Source: an optimization exercise on an open RTL-to-GDS flow (aim: small area, a short achievable clock period and few clock cycles). Production flows keep margins and buffers that such runs may drop. In this exercise RTL edits were held to simulation tests only and were not proved equivalent to the original. Power figures rest on the tool's default switching activity, not on a simulated workload.

## flow/design.v (module list and top-level ports; edited modules follow where they fit)
// module mlp_layer_sequencer: 3506 lines
// module mlp_fa: 10 lines
// module mlp_fx: 12 lines
// module mlp_fy: 14 lines
// module mlp_x2: 3 lines
// module mlp_mj: 3 lines
// module mlp_nd: 3 lines
// module mlp_nr: 3 lines
// module mlp_mi: 3 lines
// module mlp_inv: 3 lines
// module mlp_ha: 9 lines
module mlp_layer_sequencer #(
    parameter int N_IN  = 784,
    parameter int N_OUT = 10,
    parameter int DW    = 32,
    parameter int FRAC  = 24,
    parameter int ACCW  = 74,
    parameter int RELU  = 1,
    localparam int c_iw = (N_IN > 1) ? $clog2(N_IN) : 1,
    localparam int c_ww = (N_IN * N_OUT > 1) ? $clog2(N_IN * N_OUT) : 1,
    localparam int c_ow = (N_OUT > 1) ? $clog2(N_OUT) : 1
) (
    input  logic            clk,
    input  logic            rst_n,
    input  logic            start,
    output logic            busy,
    output logic            done,
    output logic            sat,
    output logic            rd_en,
    output logic [c_iw-1:0] in_addr,
    output logic [c_ww-1:0] w_addr,
    output logic [c_ow-1:0] b_addr,
    input  logic [DW-1:0]   in_data,
    input  logic [DW-1:0]   w_data,
    input  logic [DW-1:0]   b_data,
    output logic            out_we,
    output logic [c_ow-1:0] out_addr,
    output logic [DW-1:0]   out_data
);
  // ...
==> flow/flow/run.sh <==
#!/bin/bash
# Layout flow: the standard ORFS flow, except that ports are buffered with
# plain buffers and the resizer may not use the delay cells.
set -euo pipefail
DLY="sky130_fd_sc_hd__clkdlybuf4s15_1 sky130_fd_sc_hd__clkdlybuf4s15_2 \
sky130_fd_sc_hd__clkdlybuf4s18_1 sky130_fd_sc_hd__clkdlybuf4s18_2 \
sky130_fd_sc_hd__clkdlybuf4s25_1 sky130_fd_sc_hd__clkdlybuf4s25_2 \
sky130_fd_sc_hd__clkdlybuf4s50_1 sky130_fd_sc_hd__clkdlybuf4s50_2 \
sky130_fd_sc_hd__dlygate4sd1_1 sky130_fd_sc_hd__dlygate4sd2_1 sky130_fd_sc_hd__dlygate4sd3_1 \
sky130_fd_sc_hd__dlymetal6s2s_1 sky130_fd_sc_hd__dlymetal6s4s_1 sky130_fd_sc_hd__dlymetal6s6s_1"
export DONT_USE_CELLS="$DLY"
export BUFFER_PORTS_ARGS="-buffer_cell sky130_fd_sc_hd__buf_2"
# Timing repair aims 7.6 ns below the clock period (the period itself is unchanged).
# Clock tree synthesis as in ORFS's cts.tcl, without dummy balancing loads and
# with larger sink clusters.
CTS="-sink_clustering_enable -repair_clock_nets -dont_use_dummy_load -sink_clustering_size 25 -sink_clustering_max_diameter 80"
bash standard.sh finish SETUP_SLACK_MARGIN=7.6 "CTS_ARGS=$CTS" > flow_make.log 2>&1
==> flow/standard.sh <==
#!/bin/bash
# synth_recipe.tcl (not shown) runs the flow's synth.tcl, then flattens the netlist and writes it again
# the make line also repeats each setting of config.mk as NAME=value (left out here)
make -C /OpenROAD-flow-scripts/flow DESIGN_CONFIG=/design/flow/config.mk WORK_HOME=/design/flow/orfs CLKGATE_MAP_FILE= SYNTH_SCRIPT=/design/flow/synth_recipe.tcl "${@:-finish}"
==> flow/config.mk <==
export PLATFORM = sky130hd
export DESIGN_NAME = mlp_layer_sequencer
export DESIGN_NICKNAME = mlp_layer_sequencer
export VERILOG_FILES = /design/flow/design.v
export SDC_FILE = /design/flow/constraint.sdc
export NUM_CORES = 4
export LEC_CHECK = 0
export CAP_MARGIN = 20
export CORE_MARGIN = 2
export CORE_UTILIZATION = 60
export SLEW_MARGIN = 20
export SYNTH_HIERARCHICAL = 1
==> flow/constraint.sdc <==
create_clock -name core_clock -period 11.0 [get_ports {clk}]
set_input_delay 2.2000 -clock core_clock [delete_from_list [all_inputs] [get_ports {clk}]]
set_output_delay 2.2000 -clock core_clock [all_outputs]
set_load 0.01 [all_outputs]
==> impl_metrics.ini, run 1 <==
[drt]
routed_via_density = 5.881
routed_wl_um = 105100
first_pass_iters = 6

[layout]
stdcell_count = 4554
multi_input_area_share_pct = 63.70
nNetsFinal = 4524
clock_area_share_pct = 2.039

[synth]
synth-compound-area-share_pct = 9.870
synth_top_family_by_area = adder cells
seq_area_frac_synth_pct = 27.20
synth_ff_type = dfxtp_1
postSynthNetCount = 4633

[clocking]
cts_hold_buffers = 0

[run_status]
status = timing/DRC/antenna clean

[power]
p_sw_share_pct = 42.99
internal_power_mw = 7.330
total_power_mw = 12.86
power_density_nw_per_um2 = 308.2

[sta]
min_period_over_period_pct = 30.66
setup_violations = 0

[global_route]
top_usage_layer = met2

[critical_path]
slowest_stage = dfxtp_1

[floorplan]
die_y_um = 262.1

[placed_design]
placedInstanceArea_um2 = 40690
place_congestion = 0.9503
place_ws_ns = 7.436
dp_cells = 4514
Testbench counts, summed over its fixed seeds: cycles 188,320.
==> run 2: changes to the inputs <==
--- a/flow/design.v
+++ b/flow/design.v
@@ -122,35 +122,34 @@
         b31_r <= b_data[31];
         neg_r <= neg_d;
         one_r <= one_d;
         two_r <= two_d;
     end
     logic [33:0] pp_0, pp_1, pp_2, pp_3, pp_4, pp_5, pp_6, pp_7,
                  pp_8, pp_9, pp_10, pp_11, pp_12, pp_13, pp_14, pp_15;
     logic [33:0] pp [16];
-    logic [31:0] an [4];
+    logic [31:0] an_l, an_h;
     logic [15:0] onen [4], twon [4], negn [4];
     for (genvar g = 0; g < 32; g++) begin : g_ainv
-        for (genvar q = 0; q < 4; q++) begin : g_q
-            mlp_inv u_a (.a(a_r[g]), .y(an[q][g]));
-        end
+        mlp_inv u_l (.a(a_r[g]), .y(an_l[g]));
+        mlp_inv u_h (.a(a_r[g]), .y(an_h[g]));
     end
     for (genvar g = 0; g < 16; g++) begin : g_sinv
         for (genvar q = 0; q < 4; q++) begin : g_q
             mlp_inv u_o (.a(one_r[g]), .y(onen[q][g]));
             mlp_inv u_t (.a(two_r[g]), .y(twon[q][g]));
             mlp_inv u_n (.a(neg_r[g]), .y(negn[q][g]));
         end
     end
     always_comb begin
         for (int k = 0; k < 16; k++) begin
             logic [31:0] aa;
             logic [33:0] x1, x2;
-            aa = ~an[k / 4];
+            aa = (k < 8) ? ~an_l : ~an_h;
             x1 = {aa[31], aa[31], aa};
             x2 = {aa[31], aa, 1'b0};
             for (int i = 0; i < 34; i++)
                 pp[k][i] = ((x1[i] & ~onen[i / 9][k]) | (x2[i] & ~twon[i / 9][k])) ^ ~negn[i / 9][k];
         end
     end
     assign pp_0 = pp[0];   assign pp_1 = pp[1];   assign pp_2 = pp[2];   assign pp_3 = pp[3];
     assign pp_4 = pp[4];   assign pp_5 = pp[5];   assign pp_6 = pp[6];   assign pp_7 = pp[7];
==> flow/flow/run.sh (replaced) <==
#!/bin/bash
# Layout flow: the standard ORFS flow, except that ports are buffered with
# plain buffers and the resizer may not use the delay cells.
set -euo pipefail
DLY="sky130_fd_sc_hd__clkdlybuf4s15_1 sky130_fd_sc_hd__clkdlybuf4s15_2 \
sky130_fd_sc_hd__clkdlybuf4s18_1 sky130_fd_sc_hd__clkdlybuf4s18_2 \
sky130_fd_sc_hd__clkdlybuf4s25_1 sky130_fd_sc_hd__clkdlybuf4s25_2 \
sky130_fd_sc_hd__clkdlybuf4s50_1 sky130_fd_sc_hd__clkdlybuf4s50_2 \
sky130_fd_sc_hd__dlygate4sd1_1 sky130_fd_sc_hd__dlygate4sd2_1 sky130_fd_sc_hd__dlygate4sd3_1 \
sky130_fd_sc_hd__dlymetal6s2s_1 sky130_fd_sc_hd__dlymetal6s4s_1 sky130_fd_sc_hd__dlymetal6s6s_1"
export DONT_USE_CELLS="$DLY"
export BUFFER_PORTS_ARGS="-buffer_cell sky130_fd_sc_hd__buf_2"
# Timing repair aims 5 ns below the clock period (the period itself is unchanged).
# Clock tree synthesis as in ORFS's cts.tcl, without dummy balancing loads and
# with larger sink clusters.
CTS="-sink_clustering_enable -repair_clock_nets -dont_use_dummy_load -sink_clustering_size 25 -sink_clustering_max_diameter 80"
bash standard.sh finish SETUP_SLACK_MARGIN=5 "CTS_ARGS=$CTS" > flow_make.log 2>&1
==> run 2 against run 1 <==
Net effect: combinational power barely moved; die area decreased by 0.56%; non-clock buffer count down 7; largest cell class unchanged; still clean; global-route usage grew 0.27 points; final area fell by 0.98%.
==> impl_metrics.ini, run 2 <==
[global_route]
grt_pass1_wl_um = 162700
top_usage_layer = met2
grt_use_met2_pct = 52.53
track_usage_pct = 31.48
grt_util_met1_pct = 41.18
grt_max_degree = 34
antenna_found_initial = 2
grt.overflow.total = 0
grtUsageMet3_pct = 4.752
first_global_vias = 28110

[power]
ir_worst_vdd_uv = 283.0
power.share.clock_pct = 9.4
leakagePower_nw = 16.68
p_sw_mw = 5.496
p_sw_share_pct = 42.96
p_seq_share_pct = 27.6
internal_power_mw = 7.296
total_power_mw = 12.79
power_density_nw_per_um2 = 309.6
p_comb_share_pct = 63.0

[drt]
wl_per_cell_um = 23.39
dr.first_iter.drc_count = 2292
ant_nets = 0
drc = 0
first_pass_iters = 6
routed_wl_um = 104900
vias = 26630
routed_via_density = 5.937

[synth]
syn_area_um2 = 39740
ys_ff_latch = 543
synth_most_common_cell = dfxtp_1
yosys_warnings = 12
synth_area_per_cell_um2 = 10.63
synth_edf_count = 0
seq_area_frac_synth_pct = 27.35
synth_top_area_share_pct = 27.35
synth_cells = 3737
yosys-top-cells-count = dfxtp_1, xnor2_1, fa_1
postSynthNetCount = 4569
synth_ff_type = dfxtp_1
netlist-cell-type-count = 55
ys_async_sr_fraction_pct = 0
synth_area_leader_cell = dfxtp_1
synthTopCellsByArea = dfxtp_1, fa_1, xnor2_1, o22ai_1, ha_1

[critical_path]
crit_path_end_kind = register
arrival_ns = 4.38
critPathLaunchType = register
cp_max_fo = 4
path_class = reg -> reg
cp.required_ns = 11.51

[clocking]
clk_pin_slew_worst_paths_ns = 0.10
cts.htree.levels = 2
cts_hold_buffers = 0
cts_setup_buffers = 0
cts_buffer_depth = 3
cts.sink_count = 543
cts_resized = 0
cts_tree = built
clkLatencyLatePin_ns = 0.59
cts_root_buffer = clkbuf_16
cts_made_buffers = 34

[run]
cap_violations = 0

[sta]
worst_pin_slew_ns = 1.124
fin_ws_ns = 7.125
fin_skew_ns = 0.07861
hold_viol_final = 0
drv_slew = 0
relSlewSlack_pct = 24.24
rsz0062_at_grt = false
holdWs_ns = 0.4457
setup_violations = 0
fmax_ghz = 0.2580
setup_tns_ns = 0
min_period_over_period_pct = 35.23
period_needed_ns = 3.875

[floorplan]
die_y_um = 261.4
die_w_um = 261.4
core_um2 = 65630
placementRows = 94
die_area_um2 = 68310
ioPinCount = 167
initial_utilization_pct = 60.55

[placed_design]
place_ws_ns = 7.297
dp_hpwl_um = 84960
port_buffers = 165
place_congestion = 0.9652

[layout]
final_cell_mix = dfxtp_1, xnor2_1, fa_1
nNetsFinal = 4453
drive_above_1_share_pct = 8.980
reg_top3 = r_c (74), r_s (74)
post-route-util_pct = 62.95
area_delta_synth_final_pct = 3.961
final_common_cell = dfxtp_1
fillerInstances = 5342

[run_status]
status = timing/DRC/antenna clean

[worst_hold_path]
hold_class = reg -> reg
-- run 2: layout make-up --
type / count / area, µm² / area share, %
multi-input cells: 2561 / 26490 / 64.11
inverters: 314 / 1179 / 2.853
repair buffers: 167 / 840.8 / 2.035
diodes: 2 / 5.005 / 0.01211
well taps: 864 / 1081 / 2.617
flip-flops and latches: 543 / 10870 / 26.31
clock buffers: 34 / 850.8 / 2.059
-- run 2: kinds of logic after synthesis --
kind of cell	count (synthesis)	synth area share (%)
adder cells (fa/ha/maj)	781	34.56
XOR/XNOR	674	14.85
buffers and inverters	633	6.010
AO/OA/AOI/OAI	631	9.905
flip-flops	543	27.35
AND/OR/NAND/NOR	410	5.497
multiplexers	64	1.807
other	1	0.009436
-- run 2: per-layer routing --
metal	vias to the layer above	share of wire (%)
li1	12030	-
met1	13400	42
met2	972	48
met3	225	5.7
met4	4	4.8
met5	-	0.022
-- run 2: worst max-delay path, cell delays in order, from the launching register on --
cell and delay [ns]:
dfxtp_1 0.33, ha_1 0.35, a21oi_1 0.19, o21ai_0 0.18, a22oi_1 0.73, a31oi_1 0.27, o41ai_2 0.43, o2111ai_2 0.20
a21o_1 0.21, a21o_1 0.19, fa_1 0.38, xnor2_1 0.19, xnor2_1 0.13
-- run 2: path summary, 6_finish.rpt --
kind | start | cells past startpoint | slack, ns | endpoint
max reg2reg | r_s[41] | 12 | 7.12 | r_hi[73]
min | last4 | 1 | 0.45 | last5
min reg2reg | last4 | 1 | 0.45 | last5
max | r_s[41] | 12 | 7.12 | r_hi[73]
-- run 2: through the flow --
stage / area, µm² / instances
2_1_floorplan: 39740 / 3737
3_3_place_gp: 40450 / 4449
3_5_place_dp: 40460 / 4449
4_1_cts: 41310 / 4483
5_1_grt: 41310 / 4483
6_report: 41310 / 4485
-- run 2: power groups by stage --
stage / clock (mW) / sequential, mW / combinational [mW]
finish: 1.20 / 3.53 / 8.06
detailed placement: 0 / 3.58 / 8.09
floorplan: 0 / 3.34 / 5.94
global route: 1.31 / 3.60 / 9.17
CTS: 1.24 / 3.53 / 8.17
global placement: 0 / 3.55 / 7.83
-- run 2: modules after synthesis, one instance, submodules excluded, excerpt --
module               flops+latches  area (µm²)  copies in the design  cells inside
mlp_inv                          0       3.754                   265             1
mlp_x2                           0       8.758                    96             1
mlp_mj                           0       11.26                    48             1
mlp_layer_sequencer            543       25830                     1          2713
mlp_fa                           0       20.02                   511             1
mlp_ha                           0       12.51                   104             1
Testbench counts of run 2, summed over its fixed seeds: cycles 188,320.

-- separate check: timing with driven ports --
The flow's constraints put no driver on any port. The routed layouts listed below were extracted and timed again, unchanged, in two steps.
Step 1 (the two cells are an assumption about what drives the block):
set clk [get_ports {clk}]
set_driving_cell -lib_cell sky130_fd_sc_hd__clkbuf_16 $clk
set_driving_cell -lib_cell sky130_fd_sc_hd__buf_2 [delete_from_list [all_inputs] $clk]
Step 2 times the ports against the registers' clock, not the clock port: input delays grow and output delays shrink by t, the midpoint of the rising clock arrivals with the driver on.
a / b / c = ideal ports / drivers / drivers and shift; a / b = the first two.
run | t, ns | setup WS [ns] | hold slack, ns | latest minus earliest clock arrival (ns) | worst slew at a driven data input, ns
run 1 | 0.612 | 7.627 / 7.559 / 7.640 | 0.440 / 0.440 / 0.440 | 0.082 / 0.082 | 0.06
run 2 | 0.623 | 7.125 / 7.125 / 7.125 | 0.446 / 0.446 / 0.446 | 0.079 / 0.079 | 0.08
After both steps every run listed still meets setup and hold.
